From an optimization exercise on the open Yosys and OpenROAD flow, aimed at small area, a short achievable clock period and few clock cycles per item; shortcuts taken in it are not production practice.
The RTL was checked by simulation tests, not by an equivalence proof against the original design.
No activity file was given, so power comes from the tool's default toggle rates.

File: flow/run.sh
#!/bin/bash
# synth_recipe.tcl (not shown) runs the flow's synth.tcl, then flattens the netlist and writes it again
# the make line also repeats each setting of config.mk as NAME=value (left out here)
make -C /OpenROAD-flow-scripts/flow DESIGN_CONFIG=/design/flow/config.mk WORK_HOME=/design/flow/orfs CLKGATE_MAP_FILE= SYNTH_SCRIPT=/design/flow/synth_recipe.tcl finish
File: flow/config.mk
export PLATFORM = sky130hd
export DESIGN_NAME = ex_mdu
export DESIGN_NICKNAME = ex_mdu
export VERILOG_FILES = /design/flow/design.v
export SDC_FILE = /design/flow/constraint.sdc
export NUM_CORES = 4
export LEC_CHECK = 0
export CAP_MARGIN = 20
export CORE_MARGIN = 2
export CORE_UTILIZATION = 40
export SLEW_MARGIN = 20
File: flow/constraint.sdc
create_clock -name core_clock -period 9.0 [get_ports {clk}]
set_input_delay 1.8000 -clock core_clock [delete_from_list [all_inputs] [get_ports {clk}]]
set_output_delay 1.8000 -clock core_clock [all_outputs]
set_load 0.01 [all_outputs]
File: flow/design.v
module ex_mdu #(
  parameter int MUL_CYCLES = 4
) (
  input  logic        clk,
  input  logic        rst,
  input  logic        start,
  input  logic [2:0]  op,
  input  logic [31:0] src_a,
  input  logic [31:0] src_b,
  input  logic        flush,
  input  logic        ex_hold,
  output logic        busy,
  output logic        done,
  output logic [31:0] hi,
  output logic [31:0] lo
);
  localparam int MCW = (MUL_CYCLES > 1) ? $clog2(MUL_CYCLES) : 1;
  localparam logic [MCW-1:0] MC_LAST = MCW'(MUL_CYCLES - 1);
  typedef enum logic [1:0] {S_IDLE, S_MUL, S_DIV, S_DONE} state_t;
  state_t          r_state;
  logic [4:0]      r_cnt;
  logic [MCW-1:0]  r_mcnt;
  logic [31:0]     r_a;
  logic [31:0]     r_b;
  logic [31:0]     r_rem;
  logic            r_signed;
  logic            r_neg_q;
  logic            r_neg_r;
  logic [31:0]     r_hi;
  logic [31:0]     r_lo;
  logic            w_sgn;
  logic            w_a_neg;
  logic            w_b_neg;
  logic [31:0]     w_a_mag;
  logic [31:0]     w_b_mag;
  logic [63:0]     w_ax;
  logic [63:0]     w_bx;
  logic [63:0]     w_prod;
  logic [32:0]     w_sh;
  logic            w_ge;
  logic [31:0]     w_diff;
  logic [31:0]     w_rem_n;
  logic [31:0]     w_quo_n;
  logic [31:0]     w_q_fix;
  logic [31:0]     w_r_fix;
  assign w_sgn   = ~op[0];
  assign w_a_neg = w_sgn & src_a[31];
  assign w_b_neg = w_sgn & src_b[31];
  assign w_a_mag = w_a_neg ? (32'd0 - src_a) : src_a;
  assign w_b_mag = w_b_neg ? (32'd0 - src_b) : src_b;
  assign w_ax   = {{32{r_signed & r_a[31]}}, r_a};
  assign w_bx   = {{32{r_signed & r_b[31]}}, r_b};
  assign w_prod = w_ax * w_bx;
  assign w_sh    = {r_rem, r_a[31]};
  assign w_ge    = (w_sh >= {1'b0, r_b});
  assign w_diff  = w_sh[31:0] - r_b;
  assign w_rem_n = w_ge ? w_diff : w_sh[31:0];
  assign w_quo_n = {r_a[30:0], w_ge};
  assign w_q_fix = r_neg_q ? (32'd0 - w_quo_n) : w_quo_n;
  assign w_r_fix = r_neg_r ? (32'd0 - w_rem_n) : w_rem_n;
  assign busy = ~flush & ((r_state == S_MUL) | (r_state == S_DIV) |
                          ((r_state == S_IDLE) & start & ~op[2]));
  assign done = (r_state == S_DONE);
  assign hi   = r_hi;
  assign lo   = r_lo;
  always_ff @(posedge clk) begin
    if (rst) begin
      r_state  <= S_IDLE;
      r_cnt    <= 5'd0;
      r_mcnt   <= '0;
      r_a      <= 32'd0;
      r_b      <= 32'd0;
      r_rem    <= 32'd0;
      r_signed <= 1'b0;
      r_neg_q  <= 1'b0;
      r_neg_r  <= 1'b0;
      r_hi     <= 32'd0;
      r_lo     <= 32'd0;
    end else if (flush) begin
      r_state <= S_IDLE;
      r_cnt   <= 5'd0;
      r_mcnt  <= '0;
    end else begin
      case (r_state)
        S_IDLE: begin
          if (start) begin
            if (!op[2]) begin
              r_cnt    <= 5'd0;
              r_mcnt   <= '0;
              r_rem    <= 32'd0;
              r_signed <= w_sgn;
              r_neg_q  <= w_a_neg ^ w_b_neg;
              r_neg_r  <= w_a_neg;
              if (!op[1]) begin
                r_a     <= src_a;
                r_b     <= src_b;
                r_state <= S_MUL;
              end else if (src_b == 32'd0) begin
                r_a     <= src_a;
                r_b     <= src_b;
                r_hi    <= src_a;
                r_lo    <= 32'hFFFF_FFFF;
                r_state <= S_DONE;
              end else begin
                r_a     <= w_a_mag;
                r_b     <= w_b_mag;
                r_state <= S_DIV;
              end
            end else if (op == 3'd4) begin
              r_hi <= src_a;
            end else if (op == 3'd5) begin
              r_lo <= src_a;
            end
          end
        end
        S_MUL: begin
          if (r_mcnt == MC_LAST) begin
            r_hi    <= w_prod[63:32];
            r_lo    <= w_prod[31:0];
            r_mcnt  <= '0;
            r_state <= S_DONE;
          end else begin
            r_mcnt <= r_mcnt + MCW'(1);
          end
        end
        S_DIV: begin
          r_a   <= w_quo_n;
          r_rem <= w_rem_n;
          r_cnt <= r_cnt + 5'd1;
          if (r_cnt == 5'd31) begin
            r_hi    <= w_r_fix;
            r_lo    <= w_q_fix;
            r_state <= S_DONE;
          end
        end
        S_DONE: begin
          if (!ex_hold) r_state <= S_IDLE;
        end
        default: r_state <= S_IDLE;
      endcase
    end
  end
endmodule
==> results.txt <==
## metal layers
layer / track usage, % / vias up
li1: - / 18600
met1: 35.3 / 21900
met2: 44.8 / 1561
met3: 3.38 / 325
met4: 9.52 / 8
met5: 0 / -
## flip-flops by register name, indices dropped and copies added (netlist names)
signal	count
r_b	32
r_state	2
r_neg_r	1
r_a	32
r_rem	32
r_cnt	5
r_lo	32
r_signed	1
r_neg_q	1
r_mcnt	2
r_hi	32
## cells in the final DEF, fill, tap and decap left out, drive strengths merged, types with 11 or more instances in the layout
master / n
inv: 1194
fa: 1126
nand2: 972
and2: 317
nor2: 309
ha: 256
a21oi: 212
buf: 192
dfxtp: 172
o21ai: 142
clkdlybuf4s50: 136
xnor2: 114
xor2: 76
nand3: 60
a211oi: 59
nor3: 51
a21o: 46
or3: 42
o211ai: 41
and3: 38
o31ai: 37
a221oi: 32
nand4: 27
nor4: 26
a311oi: 26
a22oi: 24
a31oi: 24
nand2b: 20
o41ai: 18
clkbuf: 17
o21a: 16
o21bai: 16
or2: 15
or4: 14
nor2b: 14
mux2i: 12
a41oi: 12
nor3b: 11
a2111oi: 11
## logic make-up (layout without fill, tap and decap cells)
kind of cell | after synthesis | in the layout | share of synthesized area, %
simple gates | 1941 | 1941 | 17.3
buf+inv | 1573 | 1549 | 11.6
fa+ha+maj | 1382 | 1382 | 50.1
compound gates | 794 | 794 | 10.6
xor+xnor | 190 | 190 | 3.24
flops | 172 | 172 | 6.70
mux | 19 | 19 | 0.395
other cells | 0 | 2 | 0
## timing repair
item | in CTS | in global routing
setup buffers | 0 | 0
setup endpoints to repair | 2 | 18
gates resized for setup | 3 | 23
## path summary, 6_finish.rpt
| path | startpoint | to | slack (ns) | cells after the start |
|---|---|---|---|---|
| setup / recovery | r_b[6] | r_hi[20] | 0.36 | 29 |
| hold / removal | r_hi[14] | r_hi[14] | 0.46 | 2 |
| setup reg to reg | r_b[6] | r_hi[20] | 0.36 | 29 |
| hold reg to reg | r_hi[14] | r_hi[14] | 0.46 | 2 |
## metrics by stage
| step | util, % | std cells |
|---|---|---|
| after global placement | 43.2 | 7677 |
| after detailed placement | 43.2 | 7677 |
| after global routing | 43.8 | 7710 |
| after CTS | 43.7 | 7709 |
| after floorplan | - | 6071 |
| final | 43.8 | 7711 |
## worst max-delay path: cells and delay by family, from the launching register on
family	cells	cell delay (ns)
simple gates	5	0.96
xor+xnor	1	0.40
flops	1	0.39
compound gates	6	1.50
buf+inv	8	0.85
fa+ha+maj	9	4.36
## area by class of cell
class | instances | share of cell area [%]
clock inverters | 15 | 0.377
inverters | 1189 | 8.00
multi-input cells | 4326 | 75.4
repair buffers | 328 | 5.56
diodes | 2 | 0.00897
flip-flops and latches | 172 | 6.21
well taps | 1662 | 3.73
clock buffers | 17 | 0.762
## power by group
| group | total (uW) | internal (uW) | switching [uW] |
|---|---|---|---|
| Combinational | 1710 | 575 | 1140 |
| Sequential | 853 | 798 | 54.9 |
| Clock | 836 | 409 | 427 |
| Total | 3400 | 1780 | 1620 |
==> metrics.md <==
| Metric | Value |
|---|---|
| Initial antenna violation count | `8` |
| CTS Hold Bufs | `0` |
| Period utilization | `96.0%` |
| Fin Hold WS | `0.460 ns` |
| Via Count | `42400` |
| Syn-to-layout area delta | `8.67%` |
| CP Launch Type | `register` |
| Yosys reg bits | `172` |
| Per-cell routed wire length | `22.2 um` |
| Iteration count of the initial detailed-routing pass | `6` |
| Place WS | `-0.0551 ns` |
| Top cell type's share of synthesized area | `43.9%` |
| Syn avg cell area | `8.46 um^2` |
| Layout cells sized above 1 | `5.29%` |
| Status | `finished clean` |
| Most numerous cell in the Yosys netlist | `inv_1` |
| Worst Path Max Fanout | `32` |
| Dpl cell area | `55100 um^2` |
| Design area | `55800 um^2` |
| Max-cap viol count | `0` |
| CP most frequent cell | `fa_1` |
| First-pass GRT wire length | `267000 um` |
| Max clock buf depth | `2` |
| Die area | `131000 um^2` |
| Worst Path Required | `9.38 ns` |
| Layout fillers | `12700` |
| Largest net degree at the start of global routing | `80` |
| Synth Warn # | `1` |
| Grt ovf | `0` |
| Placer Congestion | `0.975` |
| CP max-delay cell | `fa_1` |
| CTS clk-pin slew, worst paths | `0.08 ns` |
| CP arrival | `9.02 ns` |
| Library cells used by synthesis | `101` |
| First DRT Iteration DRCs | `3348` |
| Total GRT Usage | `26.6%` |
| Starting density of the core | `40.3%` |
| Leak pwr | `0.0258 uW` |
| DRT met1 WL | `69900 um` |
| WL met2 | `82900 um` |
| Layout Nets | `7488` |
| CTS tree | `done` |
| Buffers on Ports | `137` |
| Mapped Area | `51400 um^2` |
| Antenna viol nets, final | `0` |
| Number of flops mapped to enable cells by yosys | `0` |
| Clk Latency, worst-skew pair | `0.48 ns` |
| Vias in the first global route | `44000` |
| Crit Path Class | `register to register` |
| Hold Crit Class | `register to register` |
| VDD IR max | `0.000140 V` |
| CTS root buffer | `clkbuf_16` |
| Drt via density | `5.50` |
| Pwr Density | `60.9 nW/um^2` |
| Cell taking the most area after synthesis | `fa_1` |
| Top cell types by occurrence after synthesis | `inv_1 (1185), fa_1 (1126), nand2_1 (971)` |
| Die width | `362 um` |
| DR DRC count | `0` |
| Metal3 WL | `11200 um` |
| Clock skew | `0.0226 ns` |
| Max stage delay on crit path | `0.54 ns` |
| Setup TNS | `0 ns` |
| Synth area leaders | `fa_1 (44%), inv_1 (8.7%), nand2_1 (7.1%), dfxtp_1 (6.7%), ha_1 (6.2%)` |
| Register area share after synthesis | `6.70%` |
| Dpl hpwl | `140000 um` |
| Die Y | `362 um` |
| Least-Margin Pin Slew | `1.04 ns` |
| Slew Limit Fails | `0` |
| Fin crit period | `8.64 ns` |
| Final hold violation count | `0` |
| Tot Pwr | `3400 uW` |
| Register Area | `3460 um^2` |
| Commonest register cell after synthesis | `dfxtp_1` |
| Max-slew headroom | `30.4%` |
| Worst setup margin | `0.363 ns` |
| Unrepaired setup endpoints after global routing | `yes` |
| Row cnt | `131` |
| DR top layer | `met5` |
| Critical Path Sink Type | `register` |
| Routed WL | `171000 um` |
| CTS Buf Count | `17` |
| Core area | `128000 um^2` |
| Max frequency | `116 MHz` |
| Final setup viols | `0` |
| H-tree depth | `4` |
| Sink Count | `172` |
| Top Ports | `138` |
| Fraction of registers with async set/reset | `0%` |
| Area of the multi-input gates | `42100 um^2` |
| Post-Syn Instances | `6071` |
| Syn_nets | `7525` |
Testbench counts, summed over its fixed seeds: cycles 51,361, ops 3,200.

-- re-timing with driven ports --
The flow's constraints put no driver on any port. The routed layout listed below was extracted and timed again, unchanged, in two steps.
Step 1 sets driving cells, clkbuf_16 on the clock port and buf_2 on the other inputs (assumed; they add their load-dependent delay and slew).
Step 2 adds t to the input delays and takes it off the output delays; t is the mean of the earliest and latest rising clock arrival at the registers after step 1. Input paths then give back, and output paths get back, about the clock's delay inside the block.
a / b / c = ideal ports / drivers / drivers and shift; a / b = the first two.
shift t [ns]: 0.514
setup slack, ns: 0.363 / 0.363 / 0.363
latest minus earliest clock arrival (ns): 0.023 / 0.023
cell pins on the clock port's net: 1
After both steps setup and hold are still met in this run. The setup slack of this run moves by 0.000 ns with the drivers and by 0.000 ns with both steps.
